From an optimization exercise on the open Yosys and OpenROAD flow, aimed at small area, a short achievable clock period and few clock cycles; shortcuts taken in it are not production practice.
RTL that was checked went through simulation tests only; none was proved equivalent to the original.
The RTL of runs 2 to 5 was laid out without a check of its function.
No run shown here takes its clock network from TritonCTS; it comes from the design's own scripts or RTL.
The clock input has no modelled driver; a real chip could not lean on it and would need a root buffer or a full tree.
Power is estimated from default activity; no workload was simulated.

==> flow/flow/run.sh <==
#!/bin/bash
# The standard layout (standard.sh), except that
# - the ports are buffered with sky130_fd_sc_hd__buf_4, not the cell
#   buffer_ports picks by default;
# - the clock tree is built by flow/clock_tree.tcl in place of
#   clock_tree_synthesis: four root buffers on the clock port, each driving the
#   leaf buffers of the flip-flop groups near it.
set -euo pipefail
bash standard.sh synth > synth.log 2>&1
bash standard.sh 'BUFFER_PORTS_ARGS=-buffer_cell sky130_fd_sc_hd__buf_4' "PRE_CTS_TCL=$PWD/flow/clock_tree.tcl" finish > layout.log 2>&1
==> flow/flow/clock_tree.tcl <==
# Two-level clock tree built by hand in place of clock_tree_synthesis. The
# flip-flops are split into groups of about GROUP sinks by location (vertical
# strips, cut along y); each group gets a clkbuf_16 leaf at its centroid. The
# leaves are split the same way among ROOTS clkbuf_16 roots, each at the
# centroid of its leaves and driven by the clock port.
set group 25
set roots 4
set block [ord::get_db_block]
set db [ord::get_db]
set clknet [$block findNet i_clk]
set master [$db findMaster sky130_fd_sc_hd__clkbuf_16]

# split items {obj x y} into about n groups of nearby items
proc mcts_split {items n} {
  set cnt [llength $items]
  set nstrips [expr {max(1, int(round(sqrt($n))))}]
  set items [lsort -integer -index 1 $items]
  set per_strip [expr {int(ceil(double($cnt)/$nstrips))}]
  set groups {}
  for {set s 0} {$s < $nstrips} {incr s} {
    set strip [lrange $items [expr {$s*$per_strip}] [expr {($s+1)*$per_strip-1}]]
    set m [llength $strip]
    if {$m == 0} continue
    set strip [lsort -integer -index 2 $strip]
    set ng [expr {max(1, int(round(double($m) * $n / $cnt)))}]
    set per [expr {int(ceil(double($m)/$ng))}]
    for {set g 0} {$g < $ng} {incr g} {
      set mem [lrange $strip [expr {$g*$per}] [expr {($g+1)*$per-1}]]
      if {[llength $mem]} { lappend groups $mem }
    }
  }
  return $groups
}

proc mcts_centroid {mem} {
  set sx 0; set sy 0
  foreach e $mem { incr sx [lindex $e 1]; incr sy [lindex $e 2] }
  return [list [expr {$sx / [llength $mem]}] [expr {$sy / [llength $mem]}]]
}

proc mcts_buffer {block master name x y in_net out_net} {
  set buf [odb::dbInst_create $block $master $name]
  $buf setLocation $x $y
  $buf setPlacementStatus PLACED
  [$buf findITerm A] connect $in_net
  [$buf findITerm X] connect $out_net
  return $buf
}

set sinks {}
foreach it [$clknet getITerms] {
  set inst [$it getInst]
  set bb [$inst getBBox]
  lappend sinks [list $it [expr {([$bb xMin]+[$bb xMax])/2}] [expr {([$bb yMin]+[$bb yMax])/2}]]
}
set n [llength $sinks]
set leaf_groups [mcts_split $sinks [expr {int(ceil(double($n)/$group))}]]

# leaves: each group's clock pins move to a new net driven by its leaf
set leaves {}
set gi 0
foreach mem $leaf_groups {
  set net [odb::dbNet_create $block "mcts_leaf_net_$gi"]
  $net setSigType CLOCK
  foreach e $mem {
    set it [lindex $e 0]
    $it disconnect
    $it connect $net
  }
  lassign [mcts_centroid $mem] cx cy
  lappend leaves [list $gi $cx $cy $net]
  incr gi
}

# roots: each drives the leaves nearest to it and hangs on the clock net
set ri 0
foreach mem [mcts_split $leaves $roots] {
  set rnet [odb::dbNet_create $block "mcts_root_net_$ri"]
  $rnet setSigType CLOCK
  foreach e $mem {
    lassign $e li lx ly lnet
    mcts_buffer $block $master "mcts_leaf_$li" $lx $ly $rnet $lnet
  }
  lassign [mcts_centroid $mem] rx ry
  mcts_buffer $block $master "mcts_root_$ri" $rx $ry $clknet $rnet
  puts "mcts root $ri at $rx $ry drives [llength $mem] leaves"
  incr ri
}
puts "mcts: $n sinks, $gi leaves, $ri roots"
detailed_placement

# the tree is built: clock_tree_synthesis only marks the clock propagated
rename clock_tree_synthesis mcts_unused_clock_tree_synthesis
proc clock_tree_synthesis {args} {
  set_propagated_clock [all_clocks]
}
==> flow/standard.sh <==
#!/bin/bash
# synth_recipe.tcl (not shown) runs the flow's synth.tcl, then flattens the netlist and writes it again
# the make line also repeats each setting of config.mk as NAME=value (left out here)
make -C /OpenROAD-flow-scripts/flow DESIGN_CONFIG=/design/flow/config.mk WORK_HOME=/design/flow/orfs CLKGATE_MAP_FILE= SYNTH_SCRIPT=/design/flow/synth_recipe.tcl "${@:-finish}"
==> flow/config.mk <==
export PLATFORM = sky130hd
export DESIGN_NAME = wildcard_name_matcher
export DESIGN_NICKNAME = wildcard_name_matcher
export VERILOG_FILES = /design/flow/design.v
export SDC_FILE = /design/flow/constraint.sdc
export NUM_CORES = 4
export LEC_CHECK = 0
export CAP_MARGIN = 20
export CORE_MARGIN = 2
export CORE_UTILIZATION = 40
export SETUP_SLACK_MARGIN = 3.2
export SLEW_MARGIN = 20
export TNS_END_PERCENT = 70
==> flow/constraint.sdc <==
create_clock -name core_clock -period 5.0 [get_ports {i_clk}]
set_input_delay 1.0000 -clock core_clock [delete_from_list [all_inputs] [get_ports {i_clk}]]
set_output_delay 1.0000 -clock core_clock [all_outputs]
set_load 0.01 [all_outputs]
==> flow/design.v <==
`timescale 1ns / 1ps
package wnm_pkg;
    localparam int MAX_PATTERN = 32;
    localparam int POS_W       = MAX_PATTERN + 1;
    localparam int LEN_W       = $clog2(MAX_PATTERN + 1);
    localparam logic [7:0] ANY_ONE = 8'd63;
    localparam logic [7:0] ANY_RUN = 8'd42;
    localparam logic [7:0] CODE_ANY_ONE = 8'h2B;
    localparam logic CMD_LOAD = 1'b0;
    localparam logic CMD_NAME = 1'b1;
    typedef struct packed {
        logic matched;
        logic pattern_overflow;
    } t_result;
endpackage
`timescale 1ns / 1ps
module wnm_cell (
    input  logic       i_clk,
    input  logic       i_shift,
    input  logic [7:0] i_d,
    input  logic [7:0] i_ch,
    output logic [7:0] o_q,
    output logic       o_hit,
    output logic       o_star
);
    logic [7:0] r_byte;
    logic       wild;
    always_ff @(posedge i_clk) begin
        if (i_shift) begin
            r_byte <= i_d;
        end
    end
    assign wild   = (r_byte[7:1] == wnm_pkg::ANY_RUN[7:1]);
    assign o_q    = r_byte;
    assign o_star = wild && !r_byte[0];
    assign o_hit  = (wild && r_byte[0]) || (r_byte == i_ch);
endmodule
`timescale 1ns / 1ps
module wnm_out_skid (
    input  logic             i_clk,
    input  logic             i_rst_n,
    input  logic             i_push,
    input  logic             i_push_next,
    input  wnm_pkg::t_result i_data,
    output logic             o_ready,
    output logic             o_busy,
    output logic             o_valid,
    input  logic             i_ready,
    output wnm_pkg::t_result o_data
);
    logic             r_res_valid;
    logic             n_res_valid;
    wnm_pkg::t_result r_res;
    logic             r_out_valid;
    logic             n_out_valid;
    wnm_pkg::t_result r_out;
    wnm_pkg::t_result r_out_n;
    wnm_pkg::t_result n_out;
    logic             r_skid_valid;
    logic             n_skid_valid;
    wnm_pkg::t_result r_skid;
    wnm_pkg::t_result n_skid;
    logic             out_free;
    logic             res_move;
    logic             r_ready;
    logic             r_busy;
    logic             r_out_empty;
    logic             n_two;
    logic             n_three;
    assign out_free = r_out_empty || i_ready;
    assign res_move = r_res_valid && (out_free || !r_skid_valid);
    always_comb begin
        n_out_valid  = !r_out_empty;
        n_out        = ~r_out_n;
        n_skid_valid = r_skid_valid;
        n_skid       = r_skid;
        if (out_free) begin
            if (r_skid_valid) begin
                n_out_valid  = 1'b1;
                n_out        = r_skid;
                n_skid_valid = r_res_valid;
                n_skid       = r_res;
            end else begin
                n_out_valid  = r_res_valid;
                n_out        = r_res;
            end
        end else if (r_res_valid && !r_skid_valid) begin
            n_skid_valid = 1'b1;
            n_skid       = r_res;
        end
    end
    assign n_res_valid = i_push || (r_res_valid && !res_move);
    assign n_two   = (n_res_valid && n_skid_valid) || (n_res_valid && n_out_valid)
                     || (n_skid_valid && n_out_valid);
    assign n_three = n_res_valid && n_skid_valid && n_out_valid;
    always_ff @(posedge i_clk) begin
        if (!i_rst_n) begin
            r_res_valid  <= 1'b0;
            r_out_valid  <= 1'b0;
            r_out_empty  <= 1'b1;
            r_skid_valid <= 1'b0;
            r_ready      <= 1'b1;
            r_busy       <= 1'b0;
        end else begin
            r_res_valid  <= n_res_valid;
            r_out_valid  <= n_out_valid;
            r_out_empty  <= !n_out_valid;
            r_skid_valid <= n_skid_valid;
            r_ready      <= !n_two || (!n_three && !i_push_next);
            r_busy       <= n_two && (n_three || i_push_next);
        end
    end
    always_ff @(posedge i_clk) begin
        r_out   <= n_out;
        r_out_n <= ~n_out;
        r_skid  <= n_skid;
        if (i_push) begin
            r_res <= i_data;
        end
    end
    assign o_ready = r_ready;
    assign o_busy  = r_busy;
    assign o_valid = r_out_valid;
    assign o_data  = r_out;
endmodule
`timescale 1ns / 1ps
module wildcard_name_matcher (
    input  logic       i_clk,
    input  logic       i_rst_n,
    input  logic       i_valid,
    output logic       o_ready,
    input  logic       i_cmd,
    input  logic [7:0] i_ch,
    input  logic       i_last,
    output logic       o_valid,
    input  logic       i_ready,
    output logic       o_matched,
    output logic       o_pattern_overflow
);
    localparam int N  = wnm_pkg::MAX_PATTERN;
    localparam int LW = wnm_pkg::LEN_W;
    logic [LW-1:0]  r_cnt;            
    logic [LW-1:0]  r_len;            
    logic           r_lstar;          
    logic           r_ovf;
    logic           r_load_restart;
    logic           r_name_restart;
    logic [N:0]     r_act;
    logic           in_fire;
    logic           out_busy;         
    logic           ch_swap;
    logic [7:0]     ch_code;
    logic           r_shift;
    logic           r_shift_new;      
    logic [7:0]     r_in_ch;
    logic           r_nm_v;
    logic           r_nm_first;
    logic           r_nm_last;
    logic           load_fire;
    logic           name_fire;
    logic           ch_star;
    logic [LW-1:0]  ld_cnt;
    logic           ld_lstar;
    logic           ld_ovf;
    logic           ld_room;
    logic           store;
    logic [7:0]     d   [N+1];
    logic [N-1:0]   hit;
    logic [N-1:0]   star;
    logic [N:0]     start;
    logic [N:0]     cur;
    logic [N:0]     closed;
    logic [N:0]     step;
    logic           push;
    wnm_pkg::t_result push_data;
    wnm_pkg::t_result out_data;
    assign in_fire   = i_valid && !out_busy;
    assign load_fire = in_fire && (i_cmd == wnm_pkg::CMD_LOAD);
    assign name_fire = in_fire && (i_cmd == wnm_pkg::CMD_NAME);
    assign ch_star   = (i_ch == wnm_pkg::ANY_RUN);
    assign ch_swap   = (i_ch[7:5] == 3'b001) && i_ch[3] && (i_ch[1:0] == 2'b11) && (i_ch[4] == i_ch[2]);
    assign ch_code   = ch_swap ? (i_ch ^ 8'b0001_0100) : i_ch;
    assign ld_cnt   = r_load_restart ? '0 : r_cnt;
    assign ld_lstar = !r_load_restart && r_lstar;
    assign ld_ovf   = !r_load_restart && r_ovf;
    assign ld_room  = (ld_cnt < LW'(N));
    assign store    = load_fire && ld_room && !(ch_star && ld_lstar);
    always_ff @(posedge i_clk) begin
        if (!i_rst_n) begin
            r_shift <= 1'b0;
            r_len   <= '0;
            r_nm_v  <= 1'b0;
        end else begin
            r_shift <= store;
            if (r_shift) begin
                r_len <= r_shift_new ? LW'(1) : r_len + LW'(1);
            end
            r_nm_v  <= name_fire;
        end
    end
    always_ff @(posedge i_clk) begin
        r_in_ch     <= ch_code;
        r_shift_new <= r_load_restart;
        r_nm_last   <= i_last;
        r_nm_first  <= r_name_restart;
    end
    always_ff @(posedge i_clk) begin
        if (!i_rst_n) begin
            r_cnt          <= '0;
            r_lstar        <= 1'b0;
            r_ovf          <= 1'b0;
            r_load_restart <= 1'b1;
            r_name_restart <= 1'b1;
        end else if (load_fire) begin
            r_cnt          <= ld_room ? ld_cnt + LW'(1) : ld_cnt;
            r_lstar        <= store ? ch_star : ld_lstar;
            r_ovf          <= ld_ovf || !ld_room;
            r_load_restart <= i_last;
            r_name_restart <= 1'b1;
        end else if (name_fire) begin
            r_name_restart <= i_last;
        end
    end
    assign d[0] = r_in_ch;
    for (genvar i = 0; i < N; i++) begin : g_cell
        wnm_cell u_cell (
            .i_clk   (i_clk),
            .i_shift (r_shift),
            .i_d     (d[i]),
            .i_ch    (r_in_ch),
            .o_q     (d[i+1]),
            .o_hit   (hit[i]),
            .o_star  (star[i])
        );
    end
    for (genvar q = 0; q <= N; q++) begin : g_pos
        assign start[q] = (r_len == LW'(q));
    end
    assign cur = r_nm_first ? start : r_act;
    for (genvar q = 0; q <= N; q++) begin : g_close
        if (q < N) begin : g_lo
            assign closed[q] = cur[q] || (cur[q+1] && star[q]);
        end else begin : g_hi
            assign closed[q] = cur[q];
        end
    end
    for (genvar q = 0; q <= N; q++) begin : g_step
        logic stay;
        logic move;
        if (q > 0) begin : g_stay
            assign stay = closed[q] && (star[q-1] || !r_nm_v);
        end else begin : g_nostay
            assign stay = closed[q] && !r_nm_v;
        end
        if (q < N) begin : g_move
            assign move = closed[q+1] && hit[q] && r_nm_v;
        end else begin : g_nomove
            assign move = 1'b0;
        end
        assign step[q] = stay || move;
    end
    always_ff @(posedge i_clk) begin
        r_act <= step;
    end
    assign push                       = r_nm_v && r_nm_last;
    assign push_data.matched          = step[0] || (step[1] && star[0]);
    assign push_data.pattern_overflow = r_ovf;
    wnm_out_skid u_out (
        .i_clk       (i_clk),
        .i_rst_n     (i_rst_n),
        .i_push      (push),
        .i_push_next (name_fire && i_last),
        .i_data      (push_data),
        .o_ready     (o_ready),
        .o_busy      (out_busy),
        .o_valid     (o_valid),
        .i_ready     (i_ready),
        .o_data      (out_data)
    );
    assign o_matched          = out_data.matched;
    assign o_pattern_overflow = out_data.pattern_overflow;
endmodule
==> impl_metrics.toml, run 1 <==
[grt]
overflow = 0
track_usage_pct = 15.9
grt_max_degree = 82
grt_pass1_wl_mm = 50.5
antenna_found_initial = 0
grt_pass1_vias = 8904

[sta]
clock.fmax_mhz = 568
rsz0062_at_grt = "true"
fin_crit_sh_pct = 35.2
finClkSkew_ns = 0.0213
slew_viol_final = 0
relSlewSlack_pct = 59.2
setup_violations = 0
fin_crit_ns = 1.76
hold_viol_final = 0
tightest_slew_ns = 0.612
finalSetupTns_ns = 0

[yosys]
yosysMostFrequentCell = "edfxtp_1"
yosysSeqAreaShare_pct = 60.7
ys_types = 60
synthArstFlopShare_pct = 0
synth_fa_ha_area_share_pct = 0.477
synth_xor_area_share_pct = 14.8
synth_nets = 1195
synth_warnings = 5
synthTopCellsByArea = "edfxtp_1, xnor2_1, dfxtp_1, nand4_1, nand4bb_1"
ys_dominant_reg_cell = "edfxtp_1"
synth_compound_gate_area_share_pct = 7.80
synthesis.area_mm2 = 0.0152
netlist_instances = 1176
ys_seq_elements = 332
synth_top_area_share_pct = 51.3
synthMuxAreaShare_pct = 0.468
synth.avg_cell_area_um2 = 12.9
synth_top_family_by_area = "XOR/XNOR gates"
synthSimpleGateAreaFrac_pct = 12.9
yosys.area.top_type = "edfxtp_1"
yosys-top-cells-count = "edfxtp_1, xnor2_1, dfxtp_1, nand4_1, nand2_1"
synth-edff-count = 260

[drt]
wl_per_cell_um = 18.8
via_count = 9092
via_per_inst = 5.30
drcViolationCount = 0
wl_mm = 32.2
drt_pass1_iterations = 7
ant_nets = 0
dr.first_iter.drc_count = 605

[layout]
syn_to_final_growth_pct = 12.3
fin_nets = 1224
drive_gt1_share_pct = 12.3
utilization_pct = 45.5
antenna_cells = 0
fillCellCount = 3303
seq_area_mm2 = 0.00929
multi_input_area_mm2 = 0.00589
design_area_mm2 = 0.0171

[job]
max_cap_viol_count = 0

[worst_setup_path]
start_kind = "flip-flop"
crit_type = "flip-flop to flip-flop"
critPathArrivalTime_ns = 2.02
required_ns = 5.26
cp_max_fo = 4
crit_path_end_kind = "flip-flop"

[floorplanning]
coreArea_mm2 = 0.0376
rows = 71
dieArea_mm2 = 0.0396
start_util_pct = 40.5
die_h_um = 199
io_pins = 18
die_w_um = 199

[clock_tree]
clk_transition_reported_paths_ns = 0.08
insertion_delay_ns = 0.32
postCtsHoldBufs = 0

[power_and_ir_drop]
p_leak_uw = 0.00513
powerDensity_mw_per_mm2 = 291
peakVddDrop_mv = 0.177

[place]
port-buffer-count = 17
placed_area_mm2 = 0.0158
gp_congestion = 0.765
place_hpwl_mm = 20.5

[worst_hold_path]
hp-class = "flip-flop to flip-flop"

[outcome]
status = "no timing/DRC/antenna violations"
## report_power, final
group          internal, uW  switching (uW)
Sequential             3030            76.3
Clock                   719             808
Combinational           160             181
Total                  3910            1070
## repair_timing
action / 4_1_cts / 5_1_grt
setup endpoints to repair: 224 / 74
pin swaps: 9 / 8
cloned: 0 / 2
buffers inserted: 12 / 16
resized for setup: 50 / 48
## metrics by stage
stage | total power (uW) | hold slack, ns | instances | worst slack [ns]
2_1_floorplan | 3390 | 0.331 | 1176 | 2.18
3_3_place_gp | 3470 | 0.369 | 1664 | 2.13
3_5_place_dp | 3470 | 0.365 | 1664 | 2.07
4_1_cts | 5000 | 0.376 | 1696 | 3.12
5_1_grt | 5140 | 0.365 | 1714 | 3.15
6_report | 4970 | 0.362 | 1714 | 3.24
## registers in the layout, indices dropped and copies added, names as in the netlist, 2 cells and up
name / count
g_cell.u_cell.r_byte: 256
r_act: 33
r_cnt: 6
r_in_ch: 8
r_len: 6
u_out.r_out: 2
u_out.r_out_n: 2
u_out.r_res: 2
u_out.r_skid: 2
## cell usage in the layout (no fill, tap or decap), drive strengths merged, types with 5 or more instances in the layout
| master | instances |
|---|---|
| mux2i | 6 |
| ha | 5 |
| nor2 | 34 |
| nor3b | 6 |
| xnor2 | 240 |
| o22ai | 25 |
| or2b | 9 |
| a21o | 11 |
| dfxtp | 72 |
| buf | 57 |
| nand2 | 51 |
| a21oi | 28 |
| a32o | 30 |
| clkbuf | 23 |
| edfxtp | 260 |
| nor2b | 21 |
| xor2 | 17 |
| or4b | 10 |
| nand4bb | 34 |
| nand3 | 7 |
| nor4 | 7 |
| o21ai | 61 |
| nand4 | 62 |
| nand2b | 17 |
| inv | 44 |
| nor4b | 21 |
## metal layers
metal | part of all wire [%] | global-route usage [%] | vias to the layer above
met2 | 47 | 26.1 | 111
met3 | 2.4 | 1.06 | 46
met4 | 2.6 | 3.48 | 0
met1 | 48 | 23.2 | 4551
li1 | - | - | 4384
met5 | 0 | 0 | -
## cell families (layout without fill, tap and decap cells)
| family | after synthesis | after routing |
|---|---|---|
| buf+inv | 97 | 124 |
| compound gates | 178 | 178 |
| xor+xnor | 257 | 257 |
| simple gates | 299 | 299 |
| mux | 7 | 7 |
| fa+ha+maj | 6 | 6 |
| flops | 332 | 332 |
## final timing paths
path                          startpoint  depth (start not counted)                  to  slack (ns)
max                r_len[1]$_SDFFE_PN0P_                          7   r_act[30]$_DFF_P_        3.24
min          r_name_restart$_SDFFE_PP1P_                          0  r_nm_first$_DFF_P_        0.36
max reg2reg        r_len[1]$_SDFFE_PN0P_                          7   r_act[30]$_DFF_P_        3.24
min reg2reg  r_name_restart$_SDFFE_PP1P_                          0  r_nm_first$_DFF_P_        0.36
## area by class of cell
type / count / share of cell area, %
multi-input combinational: 747 / 34.4
inverter: 44 / 0.995
sequential: 332 / 54.4
buffer: 20 / 2.93
timing repair buffer: 60 / 3.53
tap: 511 / 3.74
## worst max-delay path, cell delays in order, from the launching register on
cell,delay (ns)
dfxtp_4,0.38
inv_4,0.09
ha_4,0.15
or3b_4,0.43
nor3b_4,0.20
mux2i_2,0.11
o21ai_1,0.16
a32o_1,0.18
Testbench counts, summed over its fixed seeds: cycles 32,693.
==> inputs of run 2 (changes only) <==
--- a/flow/design.v
+++ b/flow/design.v
@@ -140,4 +140,7 @@
     localparam int N  = wnm_pkg::MAX_PATTERN;
     localparam int LW = wnm_pkg::LEN_W;
+    localparam int C  = 2;                
+    assign ch_key[0] = 8'h00;
+    assign ch_key[1] = 8'hFF;
     logic [LW-1:0]  r_cnt;            
     logic [LW-1:0]  r_len;            
@@ -153,5 +156,6 @@
     logic           r_shift;
     logic           r_shift_new;      
-    logic [7:0]     r_in_ch;
+    logic [7:0]     r_in_ch  [C];     
+    logic [7:0]     ch_key   [C];
     logic           r_nm_v;
     logic           r_nm_first;
@@ -200,5 +204,7 @@
     end
     always_ff @(posedge i_clk) begin
-        r_in_ch     <= ch_code;
+        for (int j = 0; j < C; j++) begin
+            r_in_ch[j] <= ch_code ^ ch_key[j];
+        end
         r_shift_new <= r_load_restart;
         r_nm_last   <= i_last;
@@ -222,5 +228,5 @@
         end
     end
-    assign d[0] = r_in_ch;
+    assign d[0] = r_in_ch[0];
     for (genvar i = 0; i < N; i++) begin : g_cell
         wnm_cell u_cell (
@@ -228,5 +234,5 @@
             .i_shift (r_shift),
             .i_d     (d[i]),
-            .i_ch    (r_in_ch),
+            .i_ch    (r_in_ch[i / (N / C)] ^ ch_key[i / (N / C)]),
             .o_q     (d[i+1]),
             .o_hit   (hit[i]),
--- a/flow/config.mk
+++ b/flow/config.mk
@@ -11,3 +11,3 @@
 export SETUP_SLACK_MARGIN = 3.2
 export SLEW_MARGIN = 20
-export TNS_END_PERCENT = 70
+export TNS_END_PERCENT = 50
==> impl_metrics.toml, run 2 <==
[sta]
fin_crit_ns = 1.87
finClkSkew_ns = 0.0213
hold_viol_final = 0
relSlewSlack_pct = 61.3
setup_violations = 0
fin_crit_sh_pct = 37.3
slew_viol_final = 0
clock.fmax_mhz = 536
rsz0062_at_grt = "true"
tightest_slew_ns = 0.580
finalSetupTns_ns = 0

[worst_setup_path]
cp_max_fo = 7
crit_type = "flip-flop to flip-flop"
required_ns = 5.26
crit_path_end_kind = "flip-flop"
critPathArrivalTime_ns = 2.13
rr_worst_depth = 7
start_kind = "flip-flop"

[drt]
wl_mm = 32.1
drt_pass1_iterations = 5
drcViolationCount = 0
ant_nets = 0
via_per_inst = 5.38
dr.first_iter.drc_count = 528
via_count = 9095
wl_per_cell_um = 19.0

[layout]
final_cell_mix = "edfxtp_1, xor2_1, xnor2_1"
utilization_pct = 44.8
drive_gt1_share_pct = 11.1
syn_to_final_growth_pct = 10.0
reg_top3 = "g_cell.u_cell.r_byte (256), r_act (33), r_in_ch (16)"
fin_nets = 1200
layout_commonest_cell = "edfxtp_1"
antenna_cells = 0
largest_reg_flops = 256
largest_register = "g_cell.u_cell.r_byte"

[job]
max_cap_viol_count = 0

[yosys]
synthTopCellsByArea = "edfxtp_1, dfxtp_1, xor2_1, xnor2_1, nand4_1"
netlist_instances = 1160
synth_warnings = 9
yosys-top-cells-count = "edfxtp_1, xor2_1, xnor2_1, dfxtp_1, nand4_1"
ys_types = 70
synth_top_area_share_pct = 50.8
synth_nets = 1179
yosys.area.top_type = "edfxtp_1"
ys_dominant_reg_cell = "edfxtp_1"
yosysMostFrequentCell = "edfxtp_1"
synthesis.area_mm2 = 0.0154
ys_seq_elements = 340
synthArstFlopShare_pct = 0
synth-edff-count = 260
synth.avg_cell_area_um2 = 13.2
yosysSeqAreaShare_pct = 61.3

[grt]
track_usage_pct = 15.8
overflow = 0
antenna_found_initial = 0
grt_pass1_vias = 9174
grt_max_degree = 113
grt_pass1_wl_mm = 50.6

[outcome]
status = "no timing/DRC/antenna violations"

[floorplanning]
io_pins = 18
die_w_um = 200
dieArea_mm2 = 0.0400
start_util_pct = 40.7
die_h_um = 200
rows = 71
coreArea_mm2 = 0.0378

[worst_hold_path]
hp-class = "flip-flop to flip-flop"
whs_path_depth = 0

[clock_tree]
clk_transition_reported_paths_ns = 0.10
insertion_delay_ns = 0.33
postCtsHoldBufs = 0

[power_and_ir_drop]
powerDensity_mw_per_mm2 = 297
power_uw = 5020
p_leak_uw = 0.00548
peakVddDrop_mv = 0.171

[place]
port-buffer-count = 17
place_hpwl_mm = 20.9
gp_congestion = 0.783
run 2: changes by cell type after synthesis, sizes merged, moves of 10 or more:
| cell | before | now |
|---|---|---|
| a32oi | 0 | 17 |
| xnor2 | 240 | 112 |
| nor4b | 21 | 11 |
| nand2 | 51 | 37 |
| a21oi | 28 | 12 |
| xor2 | 17 | 145 |
run 2: timing repair:
action / in CTS / in global routing
endpoints found under the setup margin: 238 / 138
pin swaps: 4 / 8
setup buffers: 8 / 12
resized for setup: 25 / 33
gates cloned: 0 / 0
run 2: path summary, 6_finish.rpt:
path | start | end | slack, ns
setup / recovery | r_len[0]$_SDFFE_PN0P_ | r_act[0]$_DFF_P_ | 3.13
hold / removal | r_name_restart$_SDFFE_PP1P_ | r_nm_first$_DFF_P_ | 0.38
setup reg to reg | r_len[0]$_SDFFE_PN0P_ | r_act[0]$_DFF_P_ | 3.13
hold reg to reg | r_name_restart$_SDFFE_PP1P_ | r_nm_first$_DFF_P_ | 0.38
run 2: kinds of logic after synthesis:
group	Yosys count	share of synthesized area (%)
flip-flops	340	61.3
buffers and inverters	96	2.84
AO/OA/AOI/OAI	185	8.86
XOR/XNOR	257	14.7
multiplexers	4	0.261
adder cells (fa/ha/maj)	6	0.473
AND/OR/NAND/NOR	272	11.6
run 2: metrics by stage:
step	area [um^2]	hold WS (ns)	cells	setup WS (ns)
6_report	16900	0.384	1690	3.13
5_1_grt	16900	0.379	1690	3.06
4_1_cts	16600	0.379	1678	3.07
3_5_place_dp	16000	0.380	1650	2.31
3_3_place_gp	16000	0.393	1650	2.34
2_1_floorplan	15400	0.331	1160	2.18
run 2: area by class of cell:
cell class	instances	area, um^2
fillers	3404	20900
flip-flops and latches	340	9430
multi-input cells	724	5710
well taps	511	639
plain buffers	20	500
repair buffers	55	465
inverters	40	150
run 2: metal layers:
layer / wire [um] / global-route usage, % / up-vias
li1: - / - / 4362
met1: 15000 / 22.4 / 4566
met2: 15500 / 27.1 / 128
met3: 1070 / 1.06 / 39
met4: 581 / 2.52 / 0
met5: 0 / 0 / -
run 2: report_power, final:
part	total [uW]	internal (uW)	switching [uW]
logic	313	132	181
clock network	1550	720	827
registers	3160	3090	70.6
total	5020	3940	1080
run 2: worst max-delay path: stages (launching register included):
cell and delay, ns:
dfxtp_4 0.37, inv_2 0.10, ha_4 0.20, nor3b_4 0.23, and3_1 0.19, a211o_1 0.18, or3b_1 0.39, a22oi_2 0.14
==> inputs of run 3 (changes only) <==
--- a/flow/design.v
+++ b/flow/design.v
@@ -144,5 +144,6 @@
     assign ch_key[1] = 8'hFF;
     logic [LW-1:0]  r_cnt;            
-    logic [LW-1:0]  r_len;            
+    logic [4:0]     r_len_hi;         
+    logic [7:0]     r_len_lo;         
     logic           r_lstar;          
     logic           r_ovf;
@@ -193,10 +194,19 @@
         if (!i_rst_n) begin
             r_shift <= 1'b0;
-            r_len   <= '0;
+            r_len_hi <= 5'b00001;
+            r_len_lo <= 8'b0000_0001;
             r_nm_v  <= 1'b0;
         end else begin
             r_shift <= store;
             if (r_shift) begin
-                r_len <= r_shift_new ? LW'(1) : r_len + LW'(1);
+                if (r_shift_new) begin
+                    r_len_hi <= 5'b00001;
+                    r_len_lo <= 8'b0000_0010;
+                end else begin
+                    if (r_len_lo[7]) begin
+                        r_len_hi <= {r_len_hi[3:0], 1'b0};
+                    end
+                    r_len_lo <= {r_len_lo[6:0], r_len_lo[7]};
+                end
             end
             r_nm_v  <= name_fire;
@@ -241,5 +251,5 @@
     end
     for (genvar q = 0; q <= N; q++) begin : g_pos
-        assign start[q] = (r_len == LW'(q));
+        assign start[q] = r_len_hi[q / 8] && r_len_lo[q % 8];
     end
     assign cur = r_nm_first ? start : r_act;
==> impl_metrics.toml, run 3 <==
[outcome]
status = "no timing/DRC/antenna violations"

[yosys]
yosysMostFrequentCell = "edfxtp_1"
synth-edff-count = 260
synth_top_area_share_pct = 49.6
synthTopCellsByArea = "edfxtp_1, dfxtp_1, xnor2_1, xor2_1, nand4bb_1"
ys_dominant_reg_cell = "edfxtp_1"
synth.avg_cell_area_um2 = 12.5
synth_warnings = 9
ys_seq_elements = 347
synthesis.area_mm2 = 0.0158
yosys.area.top_type = "edfxtp_1"
ys_types = 68
synth_nets = 1276
yosys-top-cells-count = "edfxtp_1, xnor2_1, xor2_1, dfxtp_1, nor2_1"
yosysSeqAreaShare_pct = 60.6
netlist_instances = 1261
synthArstFlopShare_pct = 0

[worst_hold_path]
whs_path_depth = 0
hp-class = "flip-flop to flip-flop"

[drt]
wl_per_cell_um = 19.0
via_count = 9677
drt_pass1_iterations = 4
dr.first_iter.drc_count = 647
wl_mm = 33.9
ant_nets = 0
drcViolationCount = 0
via_per_inst = 5.41

[place]
place_inst = 1753
gp_congestion = 0.771
place_hpwl_mm = 21.4
placed_area_mm2 = 0.0163
port-buffer-count = 17

[clock_tree]
clk_transition_reported_paths_ns = 0.09
insertion_delay_ns = 0.34
postCtsHoldBufs = 0

[sta]
slew_viol_final = 0
finClkSkew_ns = 0.0424
tightest_slew_ns = 0.901
relSlewSlack_pct = 39.9
clock.fmax_mhz = 551
fin_crit_sh_pct = 36.3
fin_crit_ns = 1.82
finalSetupTns_ns = 0
hold_viol_final = 0
setup_violations = 0
rsz0062_at_grt = "true"

[layout]
largest_register = "g_cell.u_cell.r_byte"
fillCellCount = 3563
final_cell_mix = "edfxtp_1, xnor2_1, xor2_1"
design_area_mm2 = 0.0171
multi_input_area_mm2 = 0.00576
layout_commonest_cell = "edfxtp_1"
fin_nets = 1287
drive_gt1_share_pct = 8.90
largest_reg_flops = 256
reg_top3 = "g_cell.u_cell.r_byte (256), r_act (33), r_in_ch (16)"
stdcell_count = 1788
syn_to_final_growth_pct = 8.60
antenna_cells = 0
seq_area_mm2 = 0.00957

[power_and_ir_drop]
powerDensity_mw_per_mm2 = 296
peakVddDrop_mv = 0.244
power_uw = 5060
p_leak_uw = 0.00540

[grt]
overflow = 0
antenna_found_initial = 0
grt_pass1_wl_mm = 53.0
grt_pass1_vias = 9609
track_usage_pct = 15.9
grt_max_degree = 97

[worst_setup_path]
cp_max_fo = 2
crit_type = "flip-flop to flip-flop"
rr_worst_depth = 5
required_ns = 5.13
critPathArrivalTime_ns = 1.95
crit_path_end_kind = "flip-flop"
start_kind = "flip-flop"

[floorplanning]
coreArea_mm2 = 0.0387
rows = 72
io_pins = 18
start_util_pct = 40.7
die_w_um = 202
dieArea_mm2 = 0.0410
die_h_um = 202

[job]
max_cap_viol_count = 0
==> run 3: cell count changes in the layout (fill, tap and decap cells not counted), sizes merged, moves of 25 or more <==
cell,change
a21oi,+32
a32o,-25
xor2,-27
nand3,+39
nor4,+25
nor2,+37
nand4,-27
xnor2,+26
==> run 3: per-layer routing <==
metal	vias to the layer above	track usage [%]	share of wire (%)	wire (um)
met2	190	26.8	47	16000
met3	51	1.16	3.9	1310
met4	0	2.74	2.0	677
met1	4818	22.9	47	16000
li1	4618	-	-	-
met5	-	0	0	0
==> run 3: final timing paths <==
check / from / end / slack (ns)
worst min-delay path: r_name_restart$_SDFFE_PP1P_ / r_nm_first$_DFF_P_ / 0.37
worst max-delay path: g_cell[2].u_cell.r_byte[6]$_DFFE_PP_ / u_out.r_res[1]$_DFFE_PP_ / 3.18
worst max register to register: g_cell[2].u_cell.r_byte[6]$_DFFE_PP_ / u_out.r_res[1]$_DFFE_PP_ / 3.18
worst min register to register: r_name_restart$_SDFFE_PP1P_ / r_nm_first$_DFF_P_ / 0.37
==> run 3: kinds of logic (layout without fill, tap and decap cells) <==
logic type	count (synthesis)	after routing	share of synthesized area, %
AO/OA/AOI/OAI	184	184	7.70
XOR/XNOR	256	256	14.2
adder cells (fa/ha/maj)	2	2	0.143
buffers and inverters	112	121	3.51
AND/OR/NAND/NOR	357	357	13.6
flip-flops	347	347	60.6
multiplexers	3	3	0.191
==> run 3: worst max-delay path: stages, from the launching register on <==
cell,delay (ns)
edfxtp_1,0.42
nand4bb_1,0.24
or4_4,0.45
o21ai_2,0.17
o211ai_1,0.13
o211ai_2,0.22
==> run 3: timing repair <==
item,4_1_cts,5_1_grt
endpoints found under the setup margin,53,102
pin swaps,6,6
gates cloned,1,0
hold endpoints to repair,0,0
setup buffers,7,8
resized for setup,22,17
==> run 3: power by group <==
group / leakage, uW / internal, uW / switching, uW
combinational: 0.00207 / 132 / 186
clock: 0.000234 / 687 / 838
sequential: 0.00310 / 3150 / 73.0
total: 0.00540 / 3970 / 1100
==> run 3: area by class of cell <==
type,instances,share of cell area [%]
multi-input cells,802,33.7
repair inverters,1,0.0439
flip-flops and latches,347,55.9
well taps,518,3.79
repair buffers,50,2.63
inverters,51,1.14
plain buffers,19,2.78
==> run 3: through the flow <==
step	hold slack, ns	util [%]	setup WS, ns
global route	0.380	44.2	3.08
detailed placement	0.372	42.1	2.28
finish	0.366	44.2	3.18
CTS	0.376	43.8	3.07
floorplan	0.331	-	2.09
global placement	0.373	42.1	2.37
==> inputs of run 4 (changes only) <==
--- a/flow/design.v
+++ b/flow/design.v
@@ -44,5 +44,4 @@
     input  wnm_pkg::t_result i_data,
     output logic             o_ready,
-    output logic             o_busy,
     output logic             o_valid,
     input  logic             i_ready,
@@ -64,12 +63,10 @@
     logic             res_move;
     logic             r_ready;
-    logic             r_busy;
-    logic             r_out_empty;
     logic             n_two;
     logic             n_three;
-    assign out_free = r_out_empty || i_ready;
+    assign out_free = !r_out_valid || i_ready;
     assign res_move = r_res_valid && (out_free || !r_skid_valid);
     always_comb begin
-        n_out_valid  = !r_out_empty;
+        n_out_valid  = r_out_valid;
         n_out        = ~r_out_n;
         n_skid_valid = r_skid_valid;
@@ -98,15 +95,11 @@
             r_res_valid  <= 1'b0;
             r_out_valid  <= 1'b0;
-            r_out_empty  <= 1'b1;
             r_skid_valid <= 1'b0;
             r_ready      <= 1'b1;
-            r_busy       <= 1'b0;
         end else begin
             r_res_valid  <= n_res_valid;
             r_out_valid  <= n_out_valid;
-            r_out_empty  <= !n_out_valid;
             r_skid_valid <= n_skid_valid;
             r_ready      <= !n_two || (!n_three && !i_push_next);
-            r_busy       <= n_two && (n_three || i_push_next);
         end
     end
@@ -120,5 +113,4 @@
     end
     assign o_ready = r_ready;
-    assign o_busy  = r_busy;
     assign o_valid = r_out_valid;
     assign o_data  = r_out;
@@ -152,5 +144,4 @@
     logic [N:0]     r_act;
     logic           in_fire;
-    logic           out_busy;         
     logic           ch_swap;
     logic [7:0]     ch_code;
@@ -180,5 +171,5 @@
     wnm_pkg::t_result push_data;
     wnm_pkg::t_result out_data;
-    assign in_fire   = i_valid && !out_busy;
+    assign in_fire   = i_valid && o_ready;
     assign load_fire = in_fire && (i_cmd == wnm_pkg::CMD_LOAD);
     assign name_fire = in_fire && (i_cmd == wnm_pkg::CMD_NAME);
@@ -289,5 +280,4 @@
         .i_data      (push_data),
         .o_ready     (o_ready),
-        .o_busy      (out_busy),
         .o_valid     (o_valid),
         .i_ready     (i_ready),
--- a/flow/config.mk
+++ b/flow/config.mk
@@ -9,5 +9,4 @@
 export CORE_MARGIN = 2
 export CORE_UTILIZATION = 40
-export SETUP_SLACK_MARGIN = 3.2
+export SETUP_SLACK_MARGIN = 3.15
 export SLEW_MARGIN = 20
-export TNS_END_PERCENT = 50
==> impl_metrics.toml, run 4 <==
[drt]
drcViolationCount = 0
via_count = 9428
drt_pass1_iterations = 5
wl_per_cell_um = 18.4
dr.first_iter.drc_count = 688
wl_mm = 32.5
ant_nets = 0
via_per_inst = 5.35

[layout]
largest_reg_flops = 256
final_cell_mix = "edfxtp_1, xnor2_1, xor2_1"
layout_commonest_cell = "edfxtp_1"
reg_top3 = "g_cell.u_cell.r_byte (256), r_act (33), r_in_ch (16)"
stdcell_count = 1761
utilization_pct = 43.9
fillCellCount = 3524
drive_gt1_share_pct = 8.21
fin_nets = 1260
antenna_cells = 0
largest_register = "g_cell.u_cell.r_byte"
syn_to_final_growth_pct = 8.16

[yosys]
synth_top_family_by_area = "XOR/XNOR gates"
synthSimpleGateAreaFrac_pct = 12.5
synth_warnings = 9
synthTopCellsByArea = "edfxtp_1, dfxtp_1, xnor2_1, xor2_1, nand4bb_1"
yosysSeqAreaShare_pct = 60.6
synth-edff-count = 260
synth_xor_area_share_pct = 14.3
synth.avg_cell_area_um2 = 12.6
synth_nets = 1258
ys_seq_elements = 345
synthArstFlopShare_pct = 0
synthMuxAreaShare_pct = 0.319
synth_fa_ha_area_share_pct = 0.144
yosysMostFrequentCell = "edfxtp_1"
synthesis.area_mm2 = 0.0157
ys_dominant_reg_cell = "edfxtp_1"
yosys-top-cells-count = "edfxtp_1, xnor2_1, xor2_1, dfxtp_1, nor2_1"
netlist_instances = 1243
synth_compound_gate_area_share_pct = 8.32
yosys.area.top_type = "edfxtp_1"
synth_top_area_share_pct = 49.8
ys_types = 62

[worst_hold_path]
hp-class = "flip-flop to flip-flop"

[place]
place_inst = 1736
port-buffer-count = 17
gp_congestion = 0.742
place_hpwl_mm = 21.4

[worst_setup_path]
critPathArrivalTime_ns = 2.03
required_ns = 5.13
start_kind = "flip-flop"
cp_max_fo = 3
crit_path_end_kind = "flip-flop"
crit_type = "flip-flop to flip-flop"

[outcome]
status = "no timing/DRC/antenna violations"

[grt]
antenna_found_initial = 0
grt_pass1_vias = 9421
overflow = 0
grt_max_degree = 101
track_usage_pct = 15.5
grt_pass1_wl_mm = 52.2

[floorplanning]
die_w_um = 202
io_pins = 18
rows = 72
start_util_pct = 40.6
die_h_um = 202
dieArea_mm2 = 0.0408
coreArea_mm2 = 0.0386

[sta]
finClkSkew_ns = 0.0396
hold_viol_final = 0
clock.fmax_mhz = 527
fin_crit_ns = 1.90
finalSetupTns_ns = 0
tightest_slew_ns = 0.661
relSlewSlack_pct = 55.9
fin_crit_sh_pct = 37.9
rsz0062_at_grt = "true"
setup_violations = 0
slew_viol_final = 0

[job]
max_cap_viol_count = 0

[clock_tree]
insertion_delay_ns = 0.34
clk_transition_reported_paths_ns = 0.09

[power_and_ir_drop]
powerDensity_mw_per_mm2 = 297
peakVddDrop_mv = 0.167
p_leak_uw = 0.00521
==> run 4: cells by family (layout without fill, tap and decap cells) <==
family,count (synthesis),in the layout
compound gates,187,187
xor+xnor,256,256
fa+ha+maj,2,2
buf+inv,116,116
flops,345,345
mux,5,5
simple gates,332,332
==> run 4: final cells by class <==
class / count / area [um^2] / share of cell area, %
sequential: 345 / 9530 / 56.2
multi-input combinational: 782 / 5710 / 33.7
tap: 518 / 648 / 3.82
buffer: 19 / 475 / 2.80
timing repair buffer: 39 / 382 / 2.25
inverter: 58 / 223 / 1.31
==> run 4: metrics by stage <==
stage	setup WS (ns)	hold WS (ns)	cell area [um^2]	power, uW
6_report	3.10	0.354	17000	5040
5_1_grt	3.01	0.364	17000	5220
4_1_cts	3.03	0.362	16800	5070
3_5_place_dp	2.71	0.356	16300	3580
3_3_place_gp	2.71	0.362	16300	3570
2_1_floorplan	2.00	0.331	15700	3500
==> run 4: final timing paths <==
check	startpoint	end	slack (ns)	cells after the start
setup / recovery	g_cell[2].u_cell.r_byte[4]$_DFFE_PP_	u_out.r_res[1]$_DFFE_PP_	3.10	5
hold / removal	r_name_restart$_SDFFE_PP1P_	r_nm_first$_DFF_P_	0.35	0
setup reg to reg	g_cell[2].u_cell.r_byte[4]$_DFFE_PP_	u_out.r_res[1]$_DFFE_PP_	3.10	5
hold reg to reg	r_name_restart$_SDFFE_PP1P_	r_nm_first$_DFF_P_	0.35	0
==> run 4: where the power goes <==
part           switching [uW]  total, uW  internal [uW]  leakage (uW)
registers                85.5       3220           3130       0.00309
logic                     169        301            132       0.00189
clock network             835       1520            686      0.000234
total                    1090       5040           3950       0.00521
==> run 4: repair_timing <==
item / CTS / global route
cloned: 0 / 0
hold buffers: 0 / 0
pin swaps: 0 / 5
resized for setup: 9 / 16
buffers inserted: 1 / 5
endpoints found under the setup margin: 220 / 76
==> run 4: critical path, cell delays in order, from the launching register on <==
cell and delay (ns):
edfxtp_1 0.43, or2b_1 0.25, or4_4 0.52, o21ai_4 0.16, o211ai_2 0.12, o211ai_2 0.22
==> run 4: routing by layer <==
metal / track usage [%] / wire (um) / part of all wire (%)
met4: 2.34 / 538 / 1.7
met2: 26.3 / 15500 / 48
met5: 0 / 0 / 0
met3: 1.08 / 974 / 3.0
met1: 22.4 / 15400 / 47
==> inputs of run 5 (changes only) <==
--- a/flow/design.v
+++ b/flow/design.v
@@ -41,4 +41,5 @@
     input  logic             i_rst_n,
     input  logic             i_push,
+    input  logic             i_push_soon,
     input  logic             i_push_next,
     input  wnm_pkg::t_result i_data,
@@ -63,5 +64,5 @@
     logic             res_move;
     logic             r_ready;
-    logic             n_two;
+    logic [4:0]       due;
     logic             n_three;
     assign out_free = !r_out_valid || i_ready;
@@ -88,7 +89,15 @@
     end
     assign n_res_valid = i_push || (r_res_valid && !res_move);
-    assign n_two   = (n_res_valid && n_skid_valid) || (n_res_valid && n_out_valid)
-                     || (n_skid_valid && n_out_valid);
-    assign n_three = n_res_valid && n_skid_valid && n_out_valid;
+    assign due = {n_res_valid, n_skid_valid, n_out_valid, i_push_soon, i_push_next};
+    always_comb begin
+        n_three = 1'b0;
+        for (int a = 0; a < 5; a++) begin
+            for (int b = a + 1; b < 5; b++) begin
+                for (int c = b + 1; c < 5; c++) begin
+                    n_three = n_three || (due[a] && due[b] && due[c]);
+                end
+            end
+        end
+    end
     always_ff @(posedge i_clk) begin
         if (!i_rst_n) begin
@@ -101,5 +110,5 @@
             r_out_valid  <= n_out_valid;
             r_skid_valid <= n_skid_valid;
-            r_ready      <= !n_two || (!n_three && !i_push_next);
+            r_ready      <= !n_three;
         end
     end
@@ -132,10 +141,6 @@
     localparam int N  = wnm_pkg::MAX_PATTERN;
     localparam int LW = wnm_pkg::LEN_W;
-    localparam int C  = 2;                
-    assign ch_key[0] = 8'h00;
-    assign ch_key[1] = 8'hFF;
     logic [LW-1:0]  r_cnt;            
-    logic [4:0]     r_len_hi;         
-    logic [7:0]     r_len_lo;         
+    logic [LW-1:0]  r_len;            
     logic           r_lstar;          
     logic           r_ovf;
@@ -148,6 +153,5 @@
     logic           r_shift;
     logic           r_shift_new;      
-    logic [7:0]     r_in_ch  [C];     
-    logic [7:0]     ch_key   [C];
+    logic [7:0]     r_in_ch;
     logic           r_nm_v;
     logic           r_nm_first;
@@ -169,4 +173,6 @@
     logic [N:0]     step;
     logic           push;
+    logic           r_push;
+    logic           r_push_ovf;
     wnm_pkg::t_result push_data;
     wnm_pkg::t_result out_data;
@@ -185,19 +191,10 @@
         if (!i_rst_n) begin
             r_shift <= 1'b0;
-            r_len_hi <= 5'b00001;
-            r_len_lo <= 8'b0000_0001;
+            r_len   <= '0;
             r_nm_v  <= 1'b0;
         end else begin
             r_shift <= store;
             if (r_shift) begin
-                if (r_shift_new) begin
-                    r_len_hi <= 5'b00001;
-                    r_len_lo <= 8'b0000_0010;
-                end else begin
-                    if (r_len_lo[7]) begin
-                        r_len_hi <= {r_len_hi[3:0], 1'b0};
-                    end
-                    r_len_lo <= {r_len_lo[6:0], r_len_lo[7]};
-                end
+                r_len <= r_shift_new ? LW'(1) : r_len + LW'(1);
             end
             r_nm_v  <= name_fire;
@@ -205,7 +202,5 @@
     end
     always_ff @(posedge i_clk) begin
-        for (int j = 0; j < C; j++) begin
-            r_in_ch[j] <= ch_code ^ ch_key[j];
-        end
+        r_in_ch     <= ch_code;
         r_shift_new <= r_load_restart;
         r_nm_last   <= i_last;
@@ -229,5 +224,5 @@
         end
     end
-    assign d[0] = r_in_ch[0];
+    assign d[0] = r_in_ch;
     for (genvar i = 0; i < N; i++) begin : g_cell
         wnm_cell u_cell (
@@ -235,5 +230,5 @@
             .i_shift (r_shift),
             .i_d     (d[i]),
-            .i_ch    (r_in_ch[i / (N / C)] ^ ch_key[i / (N / C)]),
+            .i_ch    (r_in_ch),
             .o_q     (d[i+1]),
             .o_hit   (hit[i]),
@@ -242,5 +237,5 @@
     end
     for (genvar q = 0; q <= N; q++) begin : g_pos
-        assign start[q] = r_len_hi[q / 8] && r_len_lo[q % 8];
+        assign start[q] = (r_len == LW'(q));
     end
     assign cur = r_nm_first ? start : r_act;
@@ -270,11 +265,22 @@
         r_act <= step;
     end
-    assign push                       = r_nm_v && r_nm_last;
-    assign push_data.matched          = step[0] || (step[1] && star[0]);
-    assign push_data.pattern_overflow = r_ovf;
+    assign push = r_nm_v && r_nm_last;
+    always_ff @(posedge i_clk) begin
+        if (!i_rst_n) begin
+            r_push <= 1'b0;
+        end else begin
+            r_push <= push;
+        end
+    end
+    always_ff @(posedge i_clk) begin
+        r_push_ovf <= r_ovf;
+    end
+    assign push_data.matched          = r_act[0] || (r_act[1] && star[0]);
+    assign push_data.pattern_overflow = r_push_ovf;
     wnm_out_skid u_out (
         .i_clk       (i_clk),
         .i_rst_n     (i_rst_n),
-        .i_push      (push),
+        .i_push      (r_push),
+        .i_push_soon (push),
         .i_push_next (name_fire && i_last),
         .i_data      (push_data),
--- a/flow/config.mk
+++ b/flow/config.mk
@@ -9,4 +9,5 @@
 export CORE_MARGIN = 2
 export CORE_UTILIZATION = 40
-export SETUP_SLACK_MARGIN = 3.15
+export SETUP_SLACK_MARGIN = 3.1
 export SLEW_MARGIN = 20
+export TNS_END_PERCENT = 50
==> impl_metrics.toml, run 5 <==
[sta]
slew_viol_final = 0
tightest_slew_ns = 0.585
clock.fmax_mhz = 537
finClkSkew_ns = 0.0173
relSlewSlack_pct = 61.0
setup_violations = 0
fin_crit_ns = 1.86
rsz0062_at_grt = "true"
fin_crit_sh_pct = 37.2
hold_viol_final = 0
finalSetupTns_ns = 0

[power_and_ir_drop]
power_frac_comb_pct = 6.6
p_clk_share_pct = 31.0
power_uw = 4950
switchingPower_uw = 1060
pwr-share-seq_pct = 62.4
powerDensity_mw_per_mm2 = 296
p_int_uw = 3890
peakVddDrop_mv = 0.183
p_leak_uw = 0.00510
swShare_pct = 21.5

[layout]
design_area_mm2 = 0.0167
largest_register = "g_cell.u_cell.r_byte"
largest_reg_flops = 256
layout_commonest_cell = "edfxtp_1"
fin_nets = 1220
reg_top3 = "g_cell.u_cell.r_byte (256), r_act (33), r_in_ch (8)"
drive_gt1_share_pct = 10.3
utilization_pct = 44.4
antenna_cells = 0
syn_to_final_growth_pct = 9.20
final_cell_mix = "edfxtp_1, xnor2_1, xor2_1"

[drt]
drt_pass1_iterations = 5
wl_per_cell_um = 19.0
via_per_inst = 5.48
ant_nets = 0
via_count = 9368
dr.first_iter.drc_count = 815
wl_mm = 32.4
drcViolationCount = 0

[yosys]
synth_top_area_share_pct = 51.0
synthTopCellsByArea = "edfxtp_1, xnor2_1, dfxtp_1, xor2_1, nand4_1"
synth-edff-count = 260
synthArstFlopShare_pct = 0
yosys-top-cells-count = "edfxtp_1, xnor2_1, dfxtp_1, xor2_1, nand4_1"
synth.avg_cell_area_um2 = 12.9
synth_warnings = 5
yosys.area.top_type = "edfxtp_1"
ys_dominant_reg_cell = "edfxtp_1"
ys_types = 64
synth_nets = 1211
synthesis.area_mm2 = 0.0153
yosysSeqAreaShare_pct = 60.4
netlist_instances = 1192
yosysMostFrequentCell = "edfxtp_1"
ys_seq_elements = 332

[grt]
antenna_found_initial = 0
grt_pass1_vias = 9217
grt_pass1_wl_mm = 50.6
overflow = 0
track_usage_pct = 15.9
grt_max_degree = 162

[floorplanning]
die_w_um = 200
coreArea_mm2 = 0.0377
die_h_um = 200
io_pins = 18
rows = 71
dieArea_mm2 = 0.0399
start_util_pct = 40.7

[worst_setup_path]
crit_type = "flip-flop to primary output"
critPathArrivalTime_ns = 0.86
r2r_setup_slack_ns = 3.17
cp.buffers_inverters = 1
slowest_delay_ns = 0.40
worstReg2RegEnd = "r_act[11]$_DFF_P_"
crit_path_end = "o_ready"
critPathLaunch = "u_out.r_ready$_SDFF_PN1_"
required_ns = 4.00
rr_worst_depth = 4
cp.depth = 1
path_cells = "buf_4"
start_kind = "flip-flop"
crit_path_end_kind = "primary output"
cpMaxStageDelayCell = "dfxtp_1"
path_delay_family = "flip-flops"
cp_max_fo = 4
r2r-start = "g_cell[10].u_cell.r_byte[6]$_DFFE_PP_"

[clock_tree]
postCtsHoldBufs = 0
clk_transition_reported_paths_ns = 0.08
insertion_delay_ns = 0.32

[job]
max_cap_viol_count = 0

[worst_hold_path]
hp-class = "flip-flop to flip-flop"

[place]
placed_area_mm2 = 0.0159
port-buffer-count = 17
place_hpwl_mm = 20.3
gp_congestion = 0.767

[outcome]
status = "no timing/DRC/antenna violations"
==> run 5: worst reg2reg max path, cell delays in order, from the launching register on <==
cell	delay, ns
edfxtp_1	0.44
or4b_4	0.56
or4_4	0.46
a22o_1	0.25
o31ai_1	0.05
==> run 5: logic make-up after synthesis <==
kind of cell,count (synthesis),synth area share [%]
flops,332,60.4
simple gates,336,13.6
xor+xnor,257,14.7
mux,5,0.327
buf+inv,72,2.13
compound gates,185,8.42
fa+ha+maj,5,0.408
==> run 5: routing by layer <==
layer | part of all wire (%) | track usage (%) | up-vias
met5 | 0 | 0 | -
met4 | 2.1 | 3.29 | 0
met3 | 4.1 | 1.40 | 51
met2 | 46 | 25.6 | 204
met1 | 48 | 23.5 | 4672
li1 | - | - | 4441
==> run 5: power by group through the flow <==
| stage | combinational (uW) | sequential [uW] | clock (uW) |
|---|---|---|---|
| 2_1_floorplan | 223 | 3150 | 0 |
| 3_3_place_gp | 297 | 3160 | 0 |
| 3_5_place_dp | 302 | 3160 | 0 |
| 4_1_cts | 308 | 3100 | 1570 |
| 5_1_grt | 358 | 3100 | 1640 |
| 6_report | 326 | 3090 | 1530 |
==> run 5: worst min path at each step <==
stage | start | to | slack [ns] | depth (start not counted)
finish | r_ovf$_SDFFE_PN0P_ | r_push_ovf$_DFF_P_ | 0.36 | 0
global route | r_ovf$_SDFFE_PN0P_ | r_push_ovf$_DFF_P_ | 0.37 | 0
CTS | r_ovf$_SDFFE_PN0P_ | r_push_ovf$_DFF_P_ | 0.37 | 0
detailed placement | r_ovf$_SDFFE_PN0P_ | r_push_ovf$_DFF_P_ | 0.35 | 0
global placement | r_ovf$_SDFFE_PN0P_ | r_push_ovf$_DFF_P_ | 0.35 | 0
floorplan | r_load_restart$_SDFFE_PN1P_ | r_shift_new$_DFF_P_ | 0.33 | 0
==> run 5: timing repair <==
action	4_1_cts	5_1_grt
hold endpoints to repair	0	0
setup endpoints to repair	29	40
buffers inserted	5	7
pin swaps	0	1
resized for setup	17	27
cloned	1	1
==> run 5: cell type report <==
class	instances	area [um^2]
fill	3423	20900
timing repair buffer	41	395
sequential	332	9280
multi-input combinational	788	5840
tap	511	639
timing repair inverter	1	7.51
buffer	20	500
inverter	17	67.6
==> run 5: through the flow <==
stage / worst slack [ns] / hold slack (ns) / std cells
after CTS: 3.06 / 0.367 / 1702
after detailed placement: 2.53 / 0.351 / 1676
final: 3.14 / 0.360 / 1710
after floorplan: 2.20 / 0.329 / 1192
after global placement: 2.54 / 0.345 / 1676
after global routing: 3.03 / 0.372 / 1710
==> inputs of run 6 (changes only) <==
--- a/flow/design.v
+++ b/flow/design.v
@@ -41,8 +41,8 @@
     input  logic             i_rst_n,
     input  logic             i_push,
-    input  logic             i_push_soon,
     input  logic             i_push_next,
     input  wnm_pkg::t_result i_data,
     output logic             o_ready,
+    output logic             o_busy,
     output logic             o_valid,
     input  logic             i_ready,
@@ -64,10 +64,12 @@
     logic             res_move;
     logic             r_ready;
-    logic [4:0]       due;
+    logic             r_busy;
+    logic             r_out_empty;
+    logic             n_two;
     logic             n_three;
-    assign out_free = !r_out_valid || i_ready;
+    assign out_free = r_out_empty || i_ready;
     assign res_move = r_res_valid && (out_free || !r_skid_valid);
     always_comb begin
-        n_out_valid  = r_out_valid;
+        n_out_valid  = !r_out_empty;
         n_out        = ~r_out_n;
         n_skid_valid = r_skid_valid;
@@ -89,26 +91,22 @@
     end
     assign n_res_valid = i_push || (r_res_valid && !res_move);
-    assign due = {n_res_valid, n_skid_valid, n_out_valid, i_push_soon, i_push_next};
-    always_comb begin
-        n_three = 1'b0;
-        for (int a = 0; a < 5; a++) begin
-            for (int b = a + 1; b < 5; b++) begin
-                for (int c = b + 1; c < 5; c++) begin
-                    n_three = n_three || (due[a] && due[b] && due[c]);
-                end
-            end
-        end
-    end
+    assign n_two   = (n_res_valid && n_skid_valid) || (n_res_valid && n_out_valid)
+                     || (n_skid_valid && n_out_valid);
+    assign n_three = n_res_valid && n_skid_valid && n_out_valid;
     always_ff @(posedge i_clk) begin
         if (!i_rst_n) begin
             r_res_valid  <= 1'b0;
             r_out_valid  <= 1'b0;
+            r_out_empty  <= 1'b1;
             r_skid_valid <= 1'b0;
             r_ready      <= 1'b1;
+            r_busy       <= 1'b0;
         end else begin
             r_res_valid  <= n_res_valid;
             r_out_valid  <= n_out_valid;
+            r_out_empty  <= !n_out_valid;
             r_skid_valid <= n_skid_valid;
-            r_ready      <= !n_three;
+            r_ready      <= !n_two || (!n_three && !i_push_next);
+            r_busy       <= n_two && (n_three || i_push_next);
         end
     end
@@ -122,4 +120,5 @@
     end
     assign o_ready = r_ready;
+    assign o_busy  = r_busy;
     assign o_valid = r_out_valid;
     assign o_data  = r_out;
@@ -149,4 +148,5 @@
     logic [N:0]     r_act;
     logic           in_fire;
+    logic           out_busy;         
     logic           ch_swap;
     logic [7:0]     ch_code;
@@ -173,9 +173,7 @@
     logic [N:0]     step;
     logic           push;
-    logic           r_push;
-    logic           r_push_ovf;
     wnm_pkg::t_result push_data;
     wnm_pkg::t_result out_data;
-    assign in_fire   = i_valid && o_ready;
+    assign in_fire   = i_valid && !out_busy;
     assign load_fire = in_fire && (i_cmd == wnm_pkg::CMD_LOAD);
     assign name_fire = in_fire && (i_cmd == wnm_pkg::CMD_NAME);
@@ -265,25 +263,15 @@
         r_act <= step;
     end
-    assign push = r_nm_v && r_nm_last;
-    always_ff @(posedge i_clk) begin
-        if (!i_rst_n) begin
-            r_push <= 1'b0;
-        end else begin
-            r_push <= push;
-        end
-    end
-    always_ff @(posedge i_clk) begin
-        r_push_ovf <= r_ovf;
-    end
-    assign push_data.matched          = r_act[0] || (r_act[1] && star[0]);
-    assign push_data.pattern_overflow = r_push_ovf;
+    assign push                       = r_nm_v && r_nm_last;
+    assign push_data.matched          = step[0] || (step[1] && star[0]);
+    assign push_data.pattern_overflow = r_ovf;
     wnm_out_skid u_out (
         .i_clk       (i_clk),
         .i_rst_n     (i_rst_n),
-        .i_push      (r_push),
-        .i_push_soon (push),
+        .i_push      (push),
         .i_push_next (name_fire && i_last),
         .i_data      (push_data),
         .o_ready     (o_ready),
+        .o_busy      (out_busy),
         .o_valid     (o_valid),
         .i_ready     (i_ready),
--- a/flow/flow/run.sh
+++ b/flow/flow/run.sh
@@ -5,6 +5,9 @@
 # - the clock tree is built by flow/clock_tree.tcl in place of
 #   clock_tree_synthesis: four root buffers on the clock port, each driving the
-#   leaf buffers of the flip-flop groups near it.
+#   leaf buffers of the flip-flop groups near it;
+# - floorplan and placement repair timing with a setup margin of 2.0 ns, the
+#   later steps with the margin in config.mk.
 set -euo pipefail
 bash standard.sh synth > synth.log 2>&1
+bash standard.sh 'BUFFER_PORTS_ARGS=-buffer_cell sky130_fd_sc_hd__buf_4' "PRE_CTS_TCL=$PWD/flow/clock_tree.tcl" SETUP_SLACK_MARGIN=2.0 place > place.log 2>&1
 bash standard.sh 'BUFFER_PORTS_ARGS=-buffer_cell sky130_fd_sc_hd__buf_4' "PRE_CTS_TCL=$PWD/flow/clock_tree.tcl" finish > layout.log 2>&1
--- a/flow/config.mk
+++ b/flow/config.mk
@@ -9,5 +9,5 @@
 export CORE_MARGIN = 2
 export CORE_UTILIZATION = 40
-export SETUP_SLACK_MARGIN = 3.1
+export SETUP_SLACK_MARGIN = 3.2
 export SLEW_MARGIN = 20
 export TNS_END_PERCENT = 50
==> impl_metrics.toml, run 6 <==
[floorplanning]
rows = 71
die_w_um = 199
io_pins = 18
dieArea_mm2 = 0.0396
coreArea_mm2 = 0.0376
start_util_pct = 40.5
die_h_um = 199

[sta]
fin_crit_sh_pct = 36.7
clock.fmax_mhz = 545
tightest_slew_ns = 0.600
hold_viol_final = 0
slew_viol_final = 0
fin_crit_ns = 1.84
finClkSkew_ns = 0.0165
setup_violations = 0
relSlewSlack_pct = 60.0
finalSetupTns_ns = 0
rsz0062_at_grt = "true"

[grt]
grt_pass1_vias = 9124
overflow = 0
antenna_found_initial = 0
grt_pass1_wl_mm = 50.6
grt_max_degree = 86
track_usage_pct = 16.0

[drt]
via_count = 9106
via_per_inst = 5.32
wl_per_cell_um = 18.6
ant_nets = 0
wl_mm = 31.9
drt_pass1_iterations = 5
drcViolationCount = 0
dr.first_iter.drc_count = 721

[worst_setup_path]
path_cells = "buf_4 -> and4b_1 -> maj3_1 -> o21ai_1 -> a31oi_1"
critPathArrivalTime_ns = 2.00
start_kind = "input pin"
crit_type = "input pin to flip-flop"
crit_path_end_kind = "flip-flop"
cpMaxStageDelayCell = "maj3_1"
cp.buffers_inverters = 1
r2r_setup_slack_ns = 3.21
slowest_delay_ns = 0.38
cp_max_fo = 4
required_ns = 5.17
path_delay_family = "adder cells"

[layout]
layout_commonest_cell = "edfxtp_1"
final_cell_mix = "edfxtp_1, xnor2_1, nand4_1"
reg_top3 = "g_cell.u_cell.r_byte (256), r_act (33), r_in_ch (8)"
largest_register = "g_cell.u_cell.r_byte"
fin_nets = 1223
drive_gt1_share_pct = 11.7
syn_to_final_growth_pct = 12.2
largest_reg_flops = 256
antenna_cells = 0

[yosys]
synthTopCellsByArea = "edfxtp_1, xnor2_1, dfxtp_1, nand4_1, nand4bb_1"
synth_nets = 1195
synth_top_area_share_pct = 51.3
synth_top_family_by_area = "XOR/XNOR gates"
ys_dominant_reg_cell = "edfxtp_1"
ys_types = 60
synthesis.area_mm2 = 0.0152
yosys.area.top_type = "edfxtp_1"
synthSimpleGateAreaFrac_pct = 12.9
yosysSeqAreaShare_pct = 60.7
netlist_instances = 1176
synth-edff-count = 260
synth.avg_cell_area_um2 = 12.9
synthMuxAreaShare_pct = 0.468
synthArstFlopShare_pct = 0
synth_compound_gate_area_share_pct = 7.80
synth_fa_ha_area_share_pct = 0.477
yosysMostFrequentCell = "edfxtp_1"
synth_xor_area_share_pct = 14.8
ys_seq_elements = 332
synth_warnings = 5
yosys-top-cells-count = "edfxtp_1, xnor2_1, dfxtp_1, nand4_1, nand2_1"

[clock_tree]
postCtsHoldBufs = 0
insertion_delay_ns = 0.32
clk_transition_reported_paths_ns = 0.08

[power_and_ir_drop]
power_uw = 4990
peakVddDrop_mv = 0.236
powerDensity_mw_per_mm2 = 292
p_leak_uw = 0.00513

[worst_hold_path]
hp-class = "flip-flop to flip-flop"

[place]
gp_congestion = 0.773
place_hpwl_mm = 20.3
port-buffer-count = 17

[outcome]
status = "no timing/DRC/antenna violations"

[job]
max_cap_viol_count = 0
run 6: timing repair:
action,CTS,global route
gates resized for setup,51,39
setup buffers,10,19
cloned,1,0
pin swaps,3,13
endpoints found under the setup margin,172,32
endpoints found under the hold margin,0,0
run 6: cells by family (layout without fill, tap and decap cells):
family / after synthesis / in the layout
buffers and inverters: 97 / 123
DFF: 332 / 332
adders and majority gates: 6 / 6
and+or+nand+nor: 299 / 299
xor gates and xnor gates: 257 / 257
muxes: 7 / 7
AOI/OAI and AO/OA: 178 / 178
run 6: cell type report:
cell class	count	area [um^2]
fill	3352	20500
timing repair buffer	59	624
buffer	20	500
tap	511	639
sequential	332	9290
multi-input combinational	747	5860
inverter	44	173
run 6: per-layer routing:
metal  GRT usage (%)  vias up  share of wire (%)  wire [um]
met5               0        -                  0          0
li1                -     4375                  -          -
met4            2.85        0                2.1        661
met1            23.3     4561                 48      15200
met3            1.15       41                3.1        982
met2            26.4      129                 47      15000
run 6: path summary, 6_finish.rpt:
kind	endpoint	from	cells past startpoint
min reg2reg	r_nm_first$_DFF_P_	r_name_restart$_SDFFE_PP1P_	0
max reg2reg	r_act[15]$_DFF_P_	g_cell[16].u_cell.r_byte[6]$_DFFE_PP_	5
min	r_nm_first$_DFF_P_	r_name_restart$_SDFFE_PP1P_	0
max	u_out.r_busy$_SDFF_PN0_	i_last	5
run 6: per-stage QoR:
step | std cells | hold slack, ns | worst slack (ns) | utilization, % | cell area (um^2)
after global routing | 1713 | 0.377 | 3.11 | 45.5 | 17100
final | 1713 | 0.373 | 3.16 | 45.5 | 17100
after CTS | 1694 | 0.375 | 3.13 | 44.4 | 16700
after detailed placement | 1663 | 0.371 | 2.09 | 42.2 | 15800
after floorplan | 1176 | 0.331 | 2.18 | - | 15200
after global placement | 1663 | 0.371 | 2.11 | 42.2 | 15800
run 6: report_power, final:
part	internal [uW]	switching (uW)
Combinational	162	186
Clock	720	822
Sequential	3030	68.3
Total	3910	1080
run 6: worst reg2reg max path, delay by kind of cell (launching register included):
family | cells | cell delay (ns)
AOI/OAI and AO/OA | 2 | 0.38
DFF | 1 | 0.44
and+or+nand+nor | 3 | 0.93
Testbench counts of run 6, summed over its fixed seeds: cycles 32,693.

-- afterwards: timing with drivers on the ports --
No port has a modelled driver above. Below, the same layouts with a new extraction and two added sets of constraints. Step 1 sets driving cells, clkbuf_16 on the clock port and buf_2 on the other inputs (assumed; they add their load-dependent delay and slew). Step 2 also shifts input and output timing later by t, the mid clock arrival at the registers, as if the neighbouring blocks saw the same clock. a / b / c = ideal / step 1 / step 2; a / b = the first two.
| run | t (ns) | setup slack, ns | latest minus earliest clock arrival (ns) |
|---|---|---|---|
| run 1 | 0.419 | 3.241 / 3.147 / 2.908 | 0.021 / 0.022 |
| run 2 | 0.423 | 3.133 / 3.133 / 2.928 | 0.021 / 0.021 |
| run 3 | 0.418 | 3.184 / 3.169 / 2.863 | 0.044 / 0.043 |
| run 4 | 0.417 | 3.103 / 3.102 / 2.850 | 0.047 / 0.047 |
| run 5 | 0.418 | 3.138 / 3.030 / 2.818 | 0.017 / 0.017 |
| run 6 | 0.425 | 3.165 / 3.147 / 2.828 | 0.019 / 0.018 |
After both steps setup and hold are still met in every run listed. The setup slack of run 6, which loses most, moves by -0.018 ns with the drivers and by -0.337 ns with both steps.
